This design comes from an exercise in tuning for small area, a short achievable clock period and few clock cycles per item on the open sky130 flow, not from production work. Only simulation tests tie the RTL to the original design; equivalence was not proved. No activity file was given, so power comes from the tool's default toggle rates.

===== design/flow/design.v =====
package kfade_pkg;
    localparam int ENTRIES = 32;
    localparam int IDX_W   = (ENTRIES > 1) ? $clog2(ENTRIES) : 1;
    localparam int CNT_W   = $clog2(ENTRIES + 1);
    localparam int QDEPTH  = 2;
    localparam int QPTR_W  = 1;
    localparam int QCNT_W  = 2;
    localparam int IN_TDATA_W  = 40;
    localparam int OUT_TDATA_W = 24;
    localparam int ITEM_W      = 41;    
    localparam logic ACT_SET  = 1'b0;
    localparam logic ACT_TICK = 1'b1;
    localparam logic KIND_ANSWER = 1'b0;
    localparam logic KIND_UPDATE = 1'b1;
    localparam logic [7:0]  LEVEL_OFF   = 8'h00;
    localparam logic [15:0] ELAPSED_MAX = 16'hFFFF;
    typedef struct packed {
        logic        action;
        logic [7:0]  key;
        logic [7:0]  intensity;
        logic [7:0]  decrement;
        logic [15:0] step_ticks;
    } t_item;
    typedef struct packed {
        logic       kind;
        logic       accepted;
        logic [7:0] led_key;
        logic [7:0] led_intensity;
        logic       last;
    } t_result;
    typedef struct packed {
        logic [CNT_W-1:0] used;
        logic             busy;
    } t_stat;
endpackage
module kfade_front (
    input  logic                          i_clk,
    input  logic                          i_rst_n,
    input  logic                          i_valid,
    output logic                          o_ready,
    input  logic [kfade_pkg::IN_TDATA_W-1:0] i_data,
    input  logic                          i_user,
    output logic                          o_q_valid,
    output kfade_pkg::t_item              o_q_item,
    input  logic                          i_q_pop
);
    logic [kfade_pkg::ITEM_W-1:0]  r_mem [kfade_pkg::QDEPTH];
    logic [kfade_pkg::QPTR_W-1:0]  r_wptr;
    logic [kfade_pkg::QPTR_W-1:0]  r_rptr;
    logic [kfade_pkg::QCNT_W-1:0]  r_cnt;
    kfade_pkg::t_item              w_item;
    logic                          w_push;
    logic                          w_pop;
    always_comb begin
        w_item.action     = (i_user == kfade_pkg::ACT_TICK) ? kfade_pkg::ACT_TICK
                                                            : kfade_pkg::ACT_SET;
        w_item.key        = i_data[7:0];
        w_item.intensity  = i_data[15:8];
        w_item.decrement  = i_data[23:16];
        w_item.step_ticks = i_data[39:24];
    end
    assign o_ready   = (r_cnt != kfade_pkg::QCNT_W'(kfade_pkg::QDEPTH));
    assign o_q_valid = (r_cnt != '0);
    assign o_q_item  = r_mem[r_rptr];
    assign w_push    = i_valid && o_ready;
    assign w_pop     = i_q_pop && o_q_valid;
    always_ff @(posedge i_clk) begin
        if (!i_rst_n) begin
            r_wptr <= '0;
            r_rptr <= '0;
            r_cnt  <= '0;
        end else begin
            if (w_push) begin
                r_wptr <= r_wptr + 1'b1;
            end
            if (w_pop) begin
                r_rptr <= r_rptr + 1'b1;
            end
            if (w_push && !w_pop) begin
                r_cnt <= r_cnt + 1'b1;
            end else if (w_pop && !w_push) begin
                r_cnt <= r_cnt - 1'b1;
            end
        end
    end
    always_ff @(posedge i_clk) begin
        if (w_push) begin
            r_mem[r_wptr] <= w_item;
        end
    end
endmodule
module kfade_back (
    input  logic                 i_clk,
    input  logic                 i_rst_n,
    input  logic                 i_q_valid,
    input  kfade_pkg::t_item     i_q_item,
    output logic                 o_q_pop,
    output logic                 o_out_valid,
    input  logic                 i_out_ready,
    output kfade_pkg::t_result   o_out,
    output kfade_pkg::t_stat     o_stat
);
    typedef enum logic [4:0] {
        ST_IDLE      = 5'b00001,
        ST_SET_SCAN  = 5'b00010,
        ST_SET_DONE  = 5'b00100,
        ST_TICK_SCAN = 5'b01000,
        ST_TICK_END  = 5'b10000
    } t_state;
    logic [7:0]  r_key    [kfade_pkg::ENTRIES];
    logic [7:0]  r_level  [kfade_pkg::ENTRIES];
    logic [7:0]  r_dec    [kfade_pkg::ENTRIES];
    logic [15:0] r_period [kfade_pkg::ENTRIES];
    logic [15:0] r_elap   [kfade_pkg::ENTRIES];
    logic [kfade_pkg::ENTRIES-1:0] r_active;
    t_state                       r_state, n_state;
    logic [kfade_pkg::CNT_W-1:0]  r_idx, n_idx;
    logic [kfade_pkg::CNT_W-1:0]  r_used, n_used;
    logic [kfade_pkg::IDX_W-1:0]  r_pick, n_pick;
    logic                         r_pick_ok, n_pick_ok;
    kfade_pkg::t_item             r_item, n_item;
    logic                         r_hold_valid, n_hold_valid;
    logic [7:0]                   r_hold_key, n_hold_key;
    logic [7:0]                   r_hold_lvl, n_hold_lvl;
    logic                         r_out_valid, n_out_valid;
    kfade_pkg::t_result           r_out, n_out;
    logic [kfade_pkg::IDX_W-1:0]  w_idx;
    logic [7:0]                   e_key, e_level, e_dec;
    logic [15:0]                  e_period, e_elap, e_elap_inc;
    logic                         e_act, e_fires, w_scan_end, w_can_push;
    logic [7:0]                   e_level_next;
    logic                         wr_cfg, wr_dyn, act_set, act_clr;
    logic [kfade_pkg::IDX_W-1:0]  wr_idx;
    logic [7:0]                   wr_lvl;
    logic [15:0]                  wr_el;
    assign w_idx        = r_idx[kfade_pkg::IDX_W-1:0];
    assign e_key        = r_key[w_idx];
    assign e_level      = r_level[w_idx];
    assign e_dec        = r_dec[w_idx];
    assign e_period     = r_period[w_idx];
    assign e_elap       = r_elap[w_idx];
    assign e_act        = r_active[w_idx];
    assign e_elap_inc   = (e_elap == kfade_pkg::ELAPSED_MAX) ? e_elap : e_elap + 16'd1;
    assign e_fires      = (e_elap_inc >= e_period);
    assign e_level_next = (e_level <= e_dec) ? kfade_pkg::LEVEL_OFF : e_level - e_dec;
    assign w_scan_end   = (r_idx == r_used);
    assign w_can_push   = !r_out_valid || i_out_ready;
    always_comb begin
        n_state      = r_state;
        n_idx        = r_idx;
        n_used       = r_used;
        n_pick       = r_pick;
        n_pick_ok    = r_pick_ok;
        n_item       = r_item;
        n_hold_valid = r_hold_valid;
        n_hold_key   = r_hold_key;
        n_hold_lvl   = r_hold_lvl;
        n_out_valid  = r_out_valid && !i_out_ready;
        n_out        = r_out;
        o_q_pop      = 1'b0;
        wr_cfg       = 1'b0;
        wr_dyn       = 1'b0;
        act_set      = 1'b0;
        act_clr      = 1'b0;
        wr_idx       = w_idx;
        wr_lvl       = e_level;
        wr_el        = e_elap_inc;
        case (r_state)
            ST_IDLE: begin
                if (i_q_valid) begin
                    o_q_pop   = 1'b1;
                    n_item    = i_q_item;
                    n_idx     = '0;
                    n_pick_ok = 1'b0;
                    n_state   = (i_q_item.action == kfade_pkg::ACT_TICK) ? ST_TICK_SCAN
                                                                         : ST_SET_SCAN;
                end
            end
            ST_SET_SCAN: begin
                if (w_scan_end) begin
                    n_state = ST_SET_DONE;
                end else if (e_key == r_item.key) begin
                    n_pick    = w_idx;
                    n_pick_ok = 1'b1;
                    n_state   = ST_SET_DONE;
                end else begin
                    if (!e_act) begin
                        n_pick    = w_idx;
                        n_pick_ok = 1'b1;
                    end
                    n_idx = r_idx + 1'b1;
                end
            end
            ST_SET_DONE: begin
                if (w_can_push) begin
                    n_out_valid         = 1'b1;
                    n_out.kind          = kfade_pkg::KIND_ANSWER;
                    n_out.accepted      = 1'b0;
                    n_out.led_key       = '0;
                    n_out.led_intensity = kfade_pkg::LEVEL_OFF;
                    n_out.last          = 1'b1;
                    wr_lvl              = r_item.intensity;
                    wr_el               = r_item.step_ticks;
                    if (r_pick_ok) begin
                        wr_idx         = r_pick;
                        wr_cfg         = 1'b1;
                        wr_dyn         = 1'b1;
                        act_set        = 1'b1;
                        n_out.accepted = 1'b1;
                    end else if (r_used < kfade_pkg::CNT_W'(kfade_pkg::ENTRIES)) begin
                        wr_idx         = r_used[kfade_pkg::IDX_W-1:0];
                        wr_cfg         = 1'b1;
                        wr_dyn         = 1'b1;
                        act_set        = 1'b1;
                        n_used         = r_used + 1'b1;
                        n_out.accepted = 1'b1;
                    end
                    n_state = ST_IDLE;
                end
            end
            ST_TICK_SCAN: begin
                if (w_scan_end) begin
                    n_state = ST_TICK_END;
                end else if (!e_act) begin
                    n_idx = r_idx + 1'b1;
                end else if (!e_fires) begin
                    wr_dyn = 1'b1;
                    n_idx  = r_idx + 1'b1;
                end else if (!r_hold_valid || w_can_push) begin
                    if (r_hold_valid) begin
                        n_out_valid         = 1'b1;
                        n_out.kind          = kfade_pkg::KIND_UPDATE;
                        n_out.accepted      = 1'b0;
                        n_out.led_key       = r_hold_key;
                        n_out.led_intensity = r_hold_lvl;
                        n_out.last          = 1'b0;
                    end
                    n_hold_valid = 1'b1;
                    n_hold_key   = e_key;
                    n_hold_lvl   = e_level;
                    wr_dyn       = 1'b1;
                    if (e_level == kfade_pkg::LEVEL_OFF) begin
                        act_clr = 1'b1;
                    end else begin
                        wr_lvl = e_level_next;
                        wr_el  = '0;
                    end
                    n_idx = r_idx + 1'b1;
                end
            end
            ST_TICK_END: begin
                if (!r_hold_valid) begin
                    n_state = ST_IDLE;
                end else if (w_can_push) begin
                    n_out_valid         = 1'b1;
                    n_out.kind          = kfade_pkg::KIND_UPDATE;
                    n_out.accepted      = 1'b0;
                    n_out.led_key       = r_hold_key;
                    n_out.led_intensity = r_hold_lvl;
                    n_out.last          = 1'b1;
                    n_hold_valid        = 1'b0;
                    n_state             = ST_IDLE;
                end
            end
            default: begin
                n_state = ST_IDLE;
            end
        endcase
    end
    always_ff @(posedge i_clk) begin
        if (!i_rst_n) begin
            r_state      <= ST_IDLE;
            r_used       <= '0;
            r_hold_valid <= 1'b0;
            r_out_valid  <= 1'b0;
            r_active     <= '0;
        end else begin
            r_state      <= n_state;
            r_used       <= n_used;
            r_hold_valid <= n_hold_valid;
            r_out_valid  <= n_out_valid;
            if (act_set) begin
                r_active[wr_idx] <= 1'b1;
            end else if (act_clr) begin
                r_active[wr_idx] <= 1'b0;
            end
        end
    end
    always_ff @(posedge i_clk) begin
        r_idx      <= n_idx;
        r_pick     <= n_pick;
        r_pick_ok  <= n_pick_ok;
        r_item     <= n_item;
        r_hold_key <= n_hold_key;
        r_hold_lvl <= n_hold_lvl;
        r_out      <= n_out;
        if (wr_cfg) begin
            r_key[wr_idx]    <= r_item.key;
            r_dec[wr_idx]    <= r_item.decrement;
            r_period[wr_idx] <= r_item.step_ticks;
        end
        if (wr_dyn) begin
            r_level[wr_idx] <= wr_lvl;
            r_elap[wr_idx]  <= wr_el;
        end
    end
    assign o_out_valid = r_out_valid;
    assign o_out       = r_out;
    assign o_stat.used = r_used;
    assign o_stat.busy = (r_state != ST_IDLE);
endmodule
module key_led_fade_table (
    input  logic                                i_clk,
    input  logic                                i_rst_n,
    input  logic                                s_axis_tvalid,
    output logic                                s_axis_tready,
    input  logic [kfade_pkg::IN_TDATA_W-1:0]    s_axis_tdata,    
    input  logic                                s_axis_tuser,    
    output logic                                m_axis_tvalid,
    input  logic                                m_axis_tready,
    output logic [kfade_pkg::OUT_TDATA_W-1:0]   m_axis_tdata,    
    output logic                                m_axis_tuser,    
    output logic                                m_axis_tlast     
);
    logic                 w_q_valid;
    logic                 w_q_pop;
    kfade_pkg::t_item     w_q_item;
    kfade_pkg::t_result   w_out;
    kfade_pkg::t_stat     w_stat;
    kfade_front u_front (
        .i_clk     (i_clk),
        .i_rst_n   (i_rst_n),
        .i_valid   (s_axis_tvalid),
        .o_ready   (s_axis_tready),
        .i_data    (s_axis_tdata),
        .i_user    (s_axis_tuser),
        .o_q_valid (w_q_valid),
        .o_q_item  (w_q_item),
        .i_q_pop   (w_q_pop)
    );
    kfade_back u_back (
        .i_clk       (i_clk),
        .i_rst_n     (i_rst_n),
        .i_q_valid   (w_q_valid),
        .i_q_item    (w_q_item),
        .o_q_pop     (w_q_pop),
        .o_out_valid (m_axis_tvalid),
        .i_out_ready (m_axis_tready),
        .o_out       (w_out),
        .o_stat      (w_stat)
    );
    assign m_axis_tdata = {7'b0, w_out.led_intensity, w_out.led_key, w_out.accepted};
    assign m_axis_tuser = w_out.kind;
    assign m_axis_tlast = w_out.last;
endmodule

===== design/flow/run.sh =====
#!/bin/bash
# synth_recipe.tcl (not shown) runs the flow's synth.tcl, then flattens the netlist and writes it again
# the make line also repeats each setting of config.mk as NAME=value (left out here)
make -C /OpenROAD-flow-scripts/flow DESIGN_CONFIG=/design/flow/config.mk WORK_HOME=/design/flow/orfs CLKGATE_MAP_FILE= SYNTH_SCRIPT=/design/flow/synth_recipe.tcl finish

===== design/flow/config.mk =====
export PLATFORM = sky130hd
export DESIGN_NAME = key_led_fade_table
export DESIGN_NICKNAME = key_led_fade_table
export VERILOG_FILES = /design/flow/design.v
export SDC_FILE = /design/flow/constraint.sdc
export NUM_CORES = 4
export LEC_CHECK = 0
export CAP_MARGIN = 20
export CORE_MARGIN = 2
export CORE_UTILIZATION = 40
export SLEW_MARGIN = 20

===== design/flow/constraint.sdc =====
create_clock -name core_clock -period 8.0 [get_ports {i_clk}]
set_input_delay 1.6000 -clock core_clock [delete_from_list [all_inputs] [get_ports {i_clk}]]
set_output_delay 1.6000 -clock core_clock [all_outputs]
set_load 0.01 [all_outputs]

==> impl_metrics.prom <==
# TYPE chip_impl_metric gauge
chip_impl_info{name="layout_common_cells",value="1961 x edfxtp_1, 455 x mux4_2, 200 x clkbuf_16, 151 x buf_4, 132 x mux2i_1"} 1
chip_impl_metric{name="power_density",unit="nW/um^2"} 362.1
chip_impl_metric{name="cpPeakStageDelay",unit="ns"} 0.88
chip_impl_metric{name="route.detailed.drc",unit=""} 0
chip_impl_metric{name="layout_min_cycle_time",unit="ns"} 7.372
chip_impl_metric{name="dieArea",unit="sq um"} 200800
chip_impl_metric{name="maximum_number_of_pins_on_one_net_before_global_route_repair",unit=""} 115
chip_impl_metric{name="cts.htree.levels",unit=""} 4
chip_impl_metric{name="cp.arrival",unit="ns"} 7.84
chip_impl_metric{name="numCtsBuffers",unit=""} 195
chip_impl_metric{name="cts_resized",unit=""} 0
chip_impl_metric{name="fp.coreArea",unit="sq um"} 196600
chip_impl_metric{name="dp_hpwl",unit="um"} 116600
chip_impl_info{name="worst_setup_path_end_kind",value="register"} 1
chip_impl_metric{name="synth_edf_count",unit=""} 1961
chip_impl_metric{name="hold_viol",unit=""} 0
chip_impl_metric{name="static-leakage-power",unit="uW"} 0.02807
chip_impl_metric{name="grt_antenna_before_repair",unit=""} 5
chip_impl_metric{name="core.rowCount",unit=""} 163
chip_impl_metric{name="finalCritPeriodShare",unit="%"} 92.15
chip_impl_metric{name="setup_tns",unit="ns"} 0
chip_impl_metric{name="port_buffers",unit=""} 65
chip_impl_info{name="clock_tree_from_tritoncts",value="built"} 1
chip_impl_metric{name="max_cap_viol_count",unit=""} 0
chip_impl_metric{name="die_w",unit="um"} 448.1
chip_impl_metric{name="grt_usage",unit="%"} 20.17
chip_impl_metric{name="layout-area-overhead-vs-synth",unit="%"} 14.76
chip_impl_metric{name="maxSlewHeadroom",unit="%"} 23.32
chip_impl_metric{name="die_height",unit="um"} 448.1
chip_impl_metric{name="post_synth_num_cell_types",unit=""} 85
chip_impl_metric{name="timing.hold.worst_path_depth",unit=""} 2
chip_impl_info{name="run_status",value="complete, no violations"} 1
chip_impl_metric{name="clk_transition_reported_paths",unit="ns"} 0.06
chip_impl_metric{name="grt_pass1_vias",unit=""} 38680
chip_impl_metric{name="initial_core_util",unit="%"} 40.13
chip_impl_metric{name="clkSinkCount",unit=""} 2016
chip_impl_metric{name="fin_nets",unit=""} 4006
chip_impl_metric{name="max-vdd-ir-drop",unit="uV"} 287.4
chip_impl_metric{name="largest_driver_fanout_on_the_critical_path",unit=""} 33
chip_impl_metric{name="async_set_reset_flop_share_out_of_synthesis",unit="%"} 0
chip_impl_metric{name="timing.clock.skew",unit="ns"} 0.04175
chip_impl_info{name="clock_tree.root_cell",value="clkbuf_16"} 1
chip_impl_metric{name="synth_seq_area_share",unit="%"} 76.04
chip_impl_metric{name="synth.avg_cell_area",unit="sq um"} 21.57
chip_impl_info{name="cell_with_the_largest_stage_delay_on_the_worst_path",value="a22o_1"} 1
chip_impl_metric{name="synthCells",unit=""} 3658
chip_impl_metric{name="fmaxAchievable",unit="MHz"} 135.6
chip_impl_metric{name="post-cts-setup-buffers",unit=""} 0
chip_impl_metric{name="mappedNetlistArea",unit="sq um"} 78890
chip_impl_info{name="crit_path_frequent_cell",value="buf_4"} 1
chip_impl_metric{name="detailedRoute.firstPassIterationCount",unit=""} 5
chip_impl_metric{name="post_route_cells_drive_above_1_share",unit="%"} 26.86
chip_impl_metric{name="synthesis.yosys.warnings",unit=""} 2
chip_impl_metric{name="post_dp_cell_area",unit="sq um"} 84000
chip_impl_metric{name="ios",unit=""} 73
chip_impl_info{name="rsz0062_at_grt",value="no"} 1
chip_impl_metric{name="routability_congestion",unit=""} 0.8201
chip_impl_metric{name="cts_hold_buf",unit=""} 0
chip_impl_metric{name="worst_pin_slew",unit="ns"} 1.147
chip_impl_info{name="hold_class",value="reg2reg"} 1
chip_impl_metric{name="grt-ovfl-total",unit=""} 0
chip_impl_info{name="critPathKind",value="reg2reg"} 1
chip_impl_metric{name="post-route-cell-area",unit="sq um"} 90530
chip_impl_metric{name="dr_total_vias",unit=""} 38740
chip_impl_metric{name="finalSetupViolCount",unit=""} 0
chip_impl_metric{name="avgRoutedWirePerCell",unit="um"} 30.09
chip_impl_metric{name="worst_skew_pair.late_latency",unit="ns"} 0.84
chip_impl_metric{name="grt_first_pass_wirelength",unit="um"} 288100
chip_impl_metric{name="detailedRoute.firstIterationViolations",unit=""} 4683
chip_impl_metric{name="antenna_nets_post_route",unit=""} 0
chip_impl_metric{name="max-clock-path-buffers",unit=""} 3
chip_impl_info{name="synth_top_flop_cell",value="edfxtp_1"} 1
chip_impl_metric{name="slew_viol_final",unit=""} 0
chip_impl_metric{name="worst-r2r-cell-count",unit=""} 21
chip_impl_info{name="worst_setup_path_start_kind",value="register"} 1
chip_impl_metric{name="number_of_storage_elements_in_the_synthesis_netlist",unit=""} 2016
chip_impl_metric{name="avgViaCountPerCell",unit=""} 5.755
chip_impl_info{name="layout.cells.most_common",value="edfxtp_1"} 1
chip_impl_info{name="path_cells",value="buf_4 -> buf_4 -> mux4_2 -> a22o_1 -> a221oi_1 -> nand3_1 -> nand4_1 -> nand2b_1 -> xnor2_1 -> ha_1 -> nand2b_1 -> a211oi_1 -> o21ai_0 -> a221oi_1 -> o31ai_1 -> buf_4 -> and3_1 -> nand2_1 -> o21a_1 -> buf_12 -> a22o_1"} 1
chip_impl_metric{name="critical_path_required",unit="ns"} 8.47
chip_impl_metric{name="totalWireLength",unit="um"} 202600
-- cells in the mapped netlist, drive strengths merged, types with 34 or more instances --
library cell	number	area [sq um]
buf	113	885.8
nand3	41	210.2
nand2	87	326.6
edfxtp	1961	58890
o22ai	34	212.7
clkbuf	73	274.0
mux2i	133	1335
mux4	478	10850
dfxtp	55	1101
nor2	125	469.2
o21ai	61	305.3
a22oi	56	430.4
a21oi	36	183.9
mux2	53	596.8
-- logic make-up after synthesis --
family / share of synthesized area (%)
AOI/OAI and AO/OA: 2.637
xor gates and xnor gates: 0.4869
adders and majority gates: 0.5329
buffers and inverters: 1.575
muxes: 16.20
and+or+nand+nor: 2.523
DFF: 76.04
other: 0.004753
-- path summary, 6_finish.rpt --
kind	endpoint	slack, ns
max	u_back.r_elap[19][4]	0.63
min	register	0.50
max reg2reg	u_back.r_elap[19][4]	0.63
min reg2reg	register	0.50
-- state kept, by name, summed over array words and instances, names as in the netlist, 19 cells and up, named ones only --
register	cells
u_back.r_level	256
u_back.r_period	512
u_back.r_elap	512
u_back.r_item	40
u_front.r_mem	82
u_back.r_dec	256
u_back.r_out	19
u_back.r_key	256
-- layer usage --
metal	vias up	GRT usage, %	routed length (um)
li1	15950	-	-
met2	1663	32.04	97150
met5	-	0	0
met3	265	3.494	14890
met1	20870	29.11	86360
met4	0	4.853	4168
-- metrics by stage --
step,std cells,hold WS (ns),utilization (%),worst slack (ns),total power (uW)
2_1_floorplan,3664,0.4244,-,1.100,20310
3_3_place_gp,6362,0.4799,42.71,0.7265,23540
3_5_place_dp,6363,0.4887,42.72,0.5804,23700
4_1_cts,6723,0.4996,45.98,0.5761,32860
5_1_grt,6732,0.5211,46.05,0.2615,34000
6_report,6732,0.4955,46.05,0.6279,32780
-- critical path, delay by kind of cell, from the launching register on --
kind | cells | cell delay, ns
AOI/OAI and AO/OA | 8 | 2.53
xor gates and xnor gates | 1 | 0.27
adders and majority gates | 1 | 0.31
buffers and inverters | 4 | 1.16
DFF | 1 | 0.74
muxes | 1 | 0.36
and+or+nand+nor | 6 | 1.56
-- report_power, final --
part | leakage (uW) | internal, uW | switching, uW
logic | 0.00685 | 3260 | 5790
registers | 0.0181 | 14000 | 499
clock network | 0.00312 | 5270 | 3980
total | 0.0281 | 22500 | 10300
-- cell type report --
| cell class | count | area [sq um] |
|---|---|---|
| clock buffers | 237 | 5164 |
| diodes | 1 | 2.502 |
| flip-flops and latches | 2016 | 60000 |
| fillers | 16280 | 106100 |
| multi-input cells | 1440 | 18260 |
| clock inverters | 123 | 1232 |
| well taps | 2640 | 3303 |
| inverters | 22 | 90.09 |
| repair buffers | 253 | 2480 |
Testbench counts, summed over its fixed seeds: cycles 85,277, items 4,800.

==> static timing again, ports no longer ideal <==
The flow's constraints put no driver on any port. The routed layout listed below was extracted and timed again, unchanged, in two steps. Step 1 (the two cells are an assumption about what drives the block):
set clk [get_ports {i_clk}]
set_driving_cell -lib_cell sky130_fd_sc_hd__clkbuf_16 $clk
set_driving_cell -lib_cell sky130_fd_sc_hd__buf_2 [delete_from_list [all_inputs] $clk]
Step 2, shift: input delay + t, output delay - t, t = (earliest + latest rising clock arrival at the registers) / 2. This alone moves slack from input paths to output paths. Slacks: no drivers / after step 1 / after step 2; pairs: no drivers / after step 1.
t, ns: 0.903
setup slack, ns: 0.628 / 0.628 / 0.628
clock arrival spread, ns: 0.041 / 0.042
worst slew at a driven data input, ns: 0.06
cell pins on the clock port's net: 1
After both steps setup and hold are still met in this run. For this run, drivers alone change the setup slack by 0.000 ns; drivers and shift together by 0.000 ns.
